What follows belongs to an exercise in optimizing a design on an open flow for small area, a short achievable clock period and few clock cycles per item; a production flow would make more cautious choices.
The RTL was checked by simulation tests, not by an equivalence proof against the original design.
Power figures rest on the tool's default switching activity, not on a simulated workload.

Setup of main:
==> flow/design.v <==
package perceptron_pkg;
  localparam int NUM_WEIGHTS = 12;
  localparam int WEIGHT_W    = 4;
  localparam int ROW_W       = NUM_WEIGHTS * WEIGHT_W;
  typedef enum logic [2:0] {
    ST_CLEAR  = 3'd0,
    ST_IDLE   = 3'd1,
    ST_READ   = 3'd2,
    ST_UPDATE = 3'd3,
    ST_WRITE  = 3'd4,
    ST_DONE   = 3'd5
  } state_t;
  function automatic logic [WEIGHT_W-1:0] get_field(input logic [ROW_W-1:0] row,
                                                    input int i);
    get_field = row[i*WEIGHT_W +: WEIGHT_W];
  endfunction
endpackage
import perceptron_pkg::*;
module sat_weight_update
(
  input  logic [WEIGHT_W-1:0] w,
  input  logic                inc,
  output logic [WEIGHT_W-1:0] w_next
);
  logic [WEIGHT_W-1:0] d;
  logic [WEIGHT_W:0]   t;
  assign d = inc ? w : ~w;
  always_comb begin
    t[0] = 1'b1;
    for (int i = 0; i < WEIGHT_W; i++) begin
      t[i+1] = t[i] & d[i];
    end
  end
  assign w_next = w ^ (t[WEIGHT_W-1:0] & {WEIGHT_W{!t[WEIGHT_W]}});
endmodule
import perceptron_pkg::*;
module perceptron_weight_trainer
#(
  parameter int TABLE_DEPTH = 64,
  parameter int IDX_W       = 6,
  parameter int INIT_W      = 8
)
(
  input  logic                   clk,
  input  logic                   reset_n,
  input  logic                   train_valid,
  output logic                   train_ready,
  input  logic [IDX_W-1:0]       train_idx,
  input  logic [NUM_WEIGHTS-1:0] train_hist,
  input  logic                   train_taken,
  input  logic                   train_pred,
  input  logic                   train_confident,
  input  logic [IDX_W-1:0]       rd_idx,
  output logic [ROW_W-1:0]       rd_weights,
  output logic                   upd_done,
  output logic                   upd_written,
  output logic                   init_busy
);
  localparam logic [WEIGHT_W-1:0] INIT_FIELD = WEIGHT_W'(INIT_W);
  localparam logic [ROW_W-1:0]    INIT_ROW   = {NUM_WEIGHTS{INIT_FIELD}};
  logic [TABLE_DEPTH-1:0][ROW_W-1:0] mem;
  logic                   init_wr;
  logic                   req_v;
  logic                   req_wr;      
  logic [IDX_W-1:0]       req_idx;
  logic [NUM_WEIGHTS-1:0] req_hist;
  logic                   req_taken;
  logic [ROW_W-1:0]       req_row;     
  logic [ROW_W-1:0]       req_h0_n;    
  logic [ROW_W-1:0]       req_h1_n;
  logic [ROW_W-1:0]       rd_h0_n;     
  logic [ROW_W-1:0]       rd_h1_n;
  logic [TABLE_DEPTH-1:0] wr_sel;      
  logic                   accept;
  logic                   skip;
  logic                   wr_now;
  logic                   tr_fwd;
  logic                   rd_fwd;
  logic [ROW_W-1:0]       new_row;
  logic [ROW_W-1:0]       wdata;
  logic [TABLE_DEPTH-1:0] tr_dec;
  assign accept = train_valid && train_ready;
  assign skip   = (train_pred == train_taken) && train_confident;
  assign wr_now = req_v && req_wr;
  for (genvar g = 0; g < NUM_WEIGHTS; g++) begin : g_upd
    sat_weight_update u_sat (
      .w      (req_row[g*WEIGHT_W +: WEIGHT_W]),
      .inc    (req_hist[g] == req_taken),
      .w_next (new_row[g*WEIGHT_W +: WEIGHT_W])
    );
  end
  assign wdata = init_wr ? INIT_ROW : new_row;
  for (genvar r = 0; r < TABLE_DEPTH; r++) begin : g_row
    always_ff @(posedge clk) begin
      if (init_wr || wr_sel[r]) begin
        mem[r] <= wdata;
      end
    end
  end
  logic [TABLE_DEPTH-1:0] tr_sel;
  logic [TABLE_DEPTH-1:0] rd_sel;
  idx_decode u_tr_dec (.idx (train_idx), .mask ('0),     .sel (tr_dec));
  idx_decode u_tr_sel (.idx (train_idx), .mask (wr_sel), .sel (tr_sel));
  idx_decode u_rd_sel (.idx (rd_idx),    .mask (wr_sel), .sel (rd_sel));
  assign tr_fwd = wr_now && (req_idx == train_idx);
  assign rd_fwd = wr_now && (req_idx == rd_idx);
  row_read u_tr_read (
    .mem   (mem),
    .sel   (tr_sel),
    .fwd   (tr_fwd),
    .fdata (new_row),
    .half0_n (tr_h0_d),
    .half1_n (tr_h1_d)
  );
  row_read u_rd_read (
    .mem   (mem),
    .sel   (rd_sel),
    .fwd   (rd_fwd),
    .fdata (new_row),
    .half0_n (rd_h0_d),
    .half1_n (rd_h1_d)
  );
  logic [ROW_W-1:0] tr_h0_d, tr_h1_d, rd_h0_d, rd_h1_d;
  always_ff @(posedge clk) begin
    if (!reset_n) begin
      init_wr     <= 1'b1;
      init_busy   <= 1'b1;
      train_ready <= 1'b0;
      req_v       <= 1'b0;
      wr_sel      <= '0;
    end else begin
      init_wr <= 1'b0;
      if (!init_wr && init_busy) begin
        init_busy   <= 1'b0;
        train_ready <= 1'b1;
      end
      req_v  <= accept;
      wr_sel <= tr_dec & {TABLE_DEPTH{accept && !skip}};
    end
  end
  always_ff @(posedge clk) begin
    req_wr    <= !skip;
    req_idx   <= train_idx;
    req_hist  <= train_hist;
    req_taken <= train_taken;
    req_h0_n  <= tr_h0_d;
    req_h1_n  <= tr_h1_d;
  end
  assign req_row = ~(req_h0_n & req_h1_n);
  assign upd_done    = req_v;
  assign upd_written = req_wr;
  always_ff @(posedge clk) begin
    rd_h0_n <= rd_h0_d;
    rd_h1_n <= rd_h1_d;
  end
  assign rd_weights = ~(rd_h0_n & rd_h1_n);
endmodule
module idx_decode
(
  input  logic [5:0]  idx,
  input  logic [63:0] mask,
  output logic [63:0] sel
);
  logic [5:0] idx_n;
  logic [7:0] lo_n, hi_n;
  assign idx_n = ~idx;
  for (genvar i = 0; i < 8; i++) begin : g_pre
    nand3_g u_lo (
      .a (i[0] ? idx[0] : idx_n[0]),
      .b (i[1] ? idx[1] : idx_n[1]),
      .c (i[2] ? idx[2] : idx_n[2]),
      .y (lo_n[i])
    );
    nand3_g u_hi (
      .a (i[0] ? idx[3] : idx_n[3]),
      .b (i[1] ? idx[4] : idx_n[4]),
      .c (i[2] ? idx[5] : idx_n[5]),
      .y (hi_n[i])
    );
  end
  for (genvar r = 0; r < 64; r++) begin : g_row
    nor3_g u_sel (.a (lo_n[r % 8]), .b (hi_n[r / 8]), .c (mask[r]), .y (sel[r]));
  end
endmodule
module nand3_g
(
  input  logic a,
  input  logic b,
  input  logic c,
  output logic y
);
  assign y = ~(a & b & c);
endmodule
module nor3_g
(
  input  logic a,
  input  logic b,
  input  logic c,
  output logic y
);
  assign y = ~(a | b | c);
endmodule
module row_read
(
  input  logic [63:0][perceptron_pkg::ROW_W-1:0] mem,
  input  logic [63:0]                            sel,
  input  logic                                   fwd,
  input  logic [perceptron_pkg::ROW_W-1:0]       fdata,
  output logic [perceptron_pkg::ROW_W-1:0]       half0_n,
  output logic [perceptron_pkg::ROW_W-1:0]       half1_n
);
  localparam int W = perceptron_pkg::ROW_W;
  logic [21:0][W-1:0] n;
  logic [5:0][W-1:0]  p;
  logic [W-1:0]       fn;
  for (genvar k = 0; k < 21; k++) begin : g_sl
    row_aoi3 u_sl (
      .s   (sel[3*k +: 3]),
      .a   (mem[3*k]), .b (mem[3*k+1]), .c (mem[3*k+2]),
      .y_n (n[k])
    );
  end
  nand2_w u_last (.a (mem[63]), .b ({W{sel[63]}}), .y (n[21]));
  nand2_w u_fn (.a (fdata), .b ({W{fwd}}), .y (fn));
  for (genvar k = 0; k < 5; k++) begin : g_p
    nand4_w u_p (.a (n[4*k]), .b (n[4*k+1]), .c (n[4*k+2]), .d (n[4*k+3]), .y (p[k]));
  end
  nand3_w u_p5 (.a (n[20]), .b (n[21]), .c (fn), .y (p[5]));
  nor3_w u_h0 (.a (p[0]), .b (p[1]), .c (p[2]), .y (half0_n));
  nor3_w u_h1 (.a (p[3]), .b (p[4]), .c (p[5]), .y (half1_n));
endmodule
module row_aoi3
(
  input  logic [2:0]                         s,
  input  logic [perceptron_pkg::ROW_W-1:0]   a,
  input  logic [perceptron_pkg::ROW_W-1:0]   b,
  input  logic [perceptron_pkg::ROW_W-1:0]   c,
  output logic [perceptron_pkg::ROW_W-1:0]   y_n
);
  assign y_n = ~(({perceptron_pkg::ROW_W{s[0]}} & a) |
                 ({perceptron_pkg::ROW_W{s[1]}} & b) |
                 ({perceptron_pkg::ROW_W{s[2]}} & c));
endmodule
module nand2_w
(
  input  logic [perceptron_pkg::ROW_W-1:0] a,
  input  logic [perceptron_pkg::ROW_W-1:0] b,
  output logic [perceptron_pkg::ROW_W-1:0] y
);
  assign y = ~(a & b);
endmodule
module nand4_w
(
  input  logic [perceptron_pkg::ROW_W-1:0] a,
  input  logic [perceptron_pkg::ROW_W-1:0] b,
  input  logic [perceptron_pkg::ROW_W-1:0] c,
  input  logic [perceptron_pkg::ROW_W-1:0] d,
  output logic [perceptron_pkg::ROW_W-1:0] y
);
  assign y = ~(a & b & c & d);
endmodule
module nor2_w
(
  input  logic [perceptron_pkg::ROW_W-1:0] a,
  input  logic [perceptron_pkg::ROW_W-1:0] b,
  output logic [perceptron_pkg::ROW_W-1:0] y
);
  assign y = ~(a | b);
endmodule
module nand3_w
(
  input  logic [perceptron_pkg::ROW_W-1:0] a,
  input  logic [perceptron_pkg::ROW_W-1:0] b,
  input  logic [perceptron_pkg::ROW_W-1:0] c,
  output logic [perceptron_pkg::ROW_W-1:0] y
);
  assign y = ~(a & b & c);
endmodule
module nor3_w
(
  input  logic [perceptron_pkg::ROW_W-1:0] a,
  input  logic [perceptron_pkg::ROW_W-1:0] b,
  input  logic [perceptron_pkg::ROW_W-1:0] c,
  output logic [perceptron_pkg::ROW_W-1:0] y
);
  assign y = ~(a | b | c);
endmodule
Settings: LEC_CHECK=0, CAP_MARGIN=20, CELL_PAD_IN_SITES_DETAIL_PLACEMENT=1, CELL_PAD_IN_SITES_GLOBAL_PLACEMENT=1, CORE_MARGIN=2, CORE_UTILIZATION=45, CTS_CLUSTER_DIAMETER=80, CTS_CLUSTER_SIZE=30, GPL_TIMING_DRIVEN=1, PLACE_DENSITY=0.55, SETUP_SLACK_MARGIN=2.6, SLEW_MARGIN=20, SYNTH_HIERARCHICAL=1, SYNTH_MINIMUM_KEEP_SIZE=0, TNS_END_PERCENT=0; clock period 5.0 ns.
run.sh (not shown) runs the stock make flow with config.mk's settings and CLKGATE_MAP_FILE= SYNTH_SCRIPT=/design/flow/synth_recipe.tcl, a recipe that flattens the netlist after the stock synthesis.
Testbench counts of main, summed over its fixed seeds: cycles 16,008, items 16,000.
The inputs of the feature branch differ from those of main as listed below.
diff --git a/flow/design.v b/flow/design.v
--- a/flow/design.v
+++ b/flow/design.v
@@ -96,15 +96,18 @@
         mem[r] <= wdata;
       end
     end
   end
   logic [TABLE_DEPTH-1:0] tr_sel;
   logic [TABLE_DEPTH-1:0] rd_sel;
-  idx_decode u_tr_dec (.idx (train_idx), .mask ('0),     .sel (tr_dec));
-  idx_decode u_tr_sel (.idx (train_idx), .mask (wr_sel), .sel (tr_sel));
-  idx_decode u_rd_sel (.idx (rd_idx),    .mask (wr_sel), .sel (rd_sel));
+  logic [7:0] tr_lo_n, tr_hi_n, rd_lo_n, rd_hi_n;
+  idx_predecode u_tr_pre (.idx (train_idx), .lo_n (tr_lo_n), .hi_n (tr_hi_n));
+  idx_predecode u_rd_pre (.idx (rd_idx),    .lo_n (rd_lo_n), .hi_n (rd_hi_n));
+  idx_select u_tr_dec (.lo_n (tr_lo_n), .hi_n (tr_hi_n), .mask ('0),     .sel (tr_dec));
+  idx_select u_tr_sel (.lo_n (tr_lo_n), .hi_n (tr_hi_n), .mask (wr_sel), .sel (tr_sel));
+  idx_select u_rd_sel (.lo_n (rd_lo_n), .hi_n (rd_hi_n), .mask (wr_sel), .sel (rd_sel));
   assign tr_fwd = wr_now && (req_idx == train_idx);
   assign rd_fwd = wr_now && (req_idx == rd_idx);
   row_read u_tr_read (
     .mem   (mem),
     .sel   (tr_sel),
     .fwd   (tr_fwd),
@@ -152,20 +155,19 @@
   always_ff @(posedge clk) begin
     rd_h0_n <= rd_h0_d;
     rd_h1_n <= rd_h1_d;
   end
   assign rd_weights = ~(rd_h0_n & rd_h1_n);
 endmodule
-module idx_decode
-(
-  input  logic [5:0]  idx,
-  input  logic [63:0] mask,
-  output logic [63:0] sel
+module idx_predecode
+(
+  input  logic [5:0] idx,
+  output logic [7:0] lo_n,
+  output logic [7:0] hi_n
 );
   logic [5:0] idx_n;
-  logic [7:0] lo_n, hi_n;
   assign idx_n = ~idx;
   for (genvar i = 0; i < 8; i++) begin : g_pre
     nand3_g u_lo (
       .a (i[0] ? idx[0] : idx_n[0]),
       .b (i[1] ? idx[1] : idx_n[1]),
       .c (i[2] ? idx[2] : idx_n[2]),
@@ -175,12 +177,20 @@
       .a (i[0] ? idx[3] : idx_n[3]),
       .b (i[1] ? idx[4] : idx_n[4]),
       .c (i[2] ? idx[5] : idx_n[5]),
       .y (hi_n[i])
     );
   end
+endmodule
+module idx_select
+(
+  input  logic [7:0]  lo_n,
+  input  logic [7:0]  hi_n,
+  input  logic [63:0] mask,
+  output logic [63:0] sel
+);
   for (genvar r = 0; r < 64; r++) begin : g_row
     nor3_g u_sel (.a (lo_n[r % 8]), .b (hi_n[r / 8]), .c (mask[r]), .y (sel[r]));
   end
 endmodule
 module nand3_g
 (
Notes after the runs:
The feature branch reached the final stage; the timing, DRC and antenna checks on its layout passed. mem[336]$_DFFE_PP_ as the capturing instance or port of the critical path was reported by main, and rd_h0_n[22]$_DFF_P_ by the feature branch. Compared with main, in the feature branch share of the clock period used by the worst path after layout now smaller, combinational power fell about 8%, count of clock-buffer cells in the layout moved down. Width of the die across main and the feature branch: no real change. In the feature branch, the worst hold slack came out 0.12 ns below the value in main.
Testbench counts of the feature branch, summed over its fixed seeds: cycles 16,008, items 16,000.

==> static timing again, ports no longer ideal <==
The results above use ideal ports. As a check the final layouts listed here were re-extracted and re-timed, cells and wires unchanged. Step 1 (the two cells are an assumption about what drives the block):
set clk [get_ports {clk}]
set_driving_cell -lib_cell sky130_fd_sc_hd__clkbuf_16 $clk
set_driving_cell -lib_cell sky130_fd_sc_hd__buf_2 [delete_from_list [all_inputs] $clk]
Step 2 times the ports against the registers' clock, not the clock port: input delays grow and output delays shrink by t, the midpoint of the rising clock arrivals with the driver on. Three values: ideal, step 1, step 2; two values: the first two.
run	shift t [ns]	setup slack, ns	worst setup path at the end	latest minus earliest clock arrival (ns)
main	1.014	2.172 / 2.172 / 1.265	input to register	0.068 / 0.069
the feature branch	1.032	2.196 / 2.192 / 1.289	input to register	0.057 / 0.057
After both steps setup and hold are still met in every run listed.
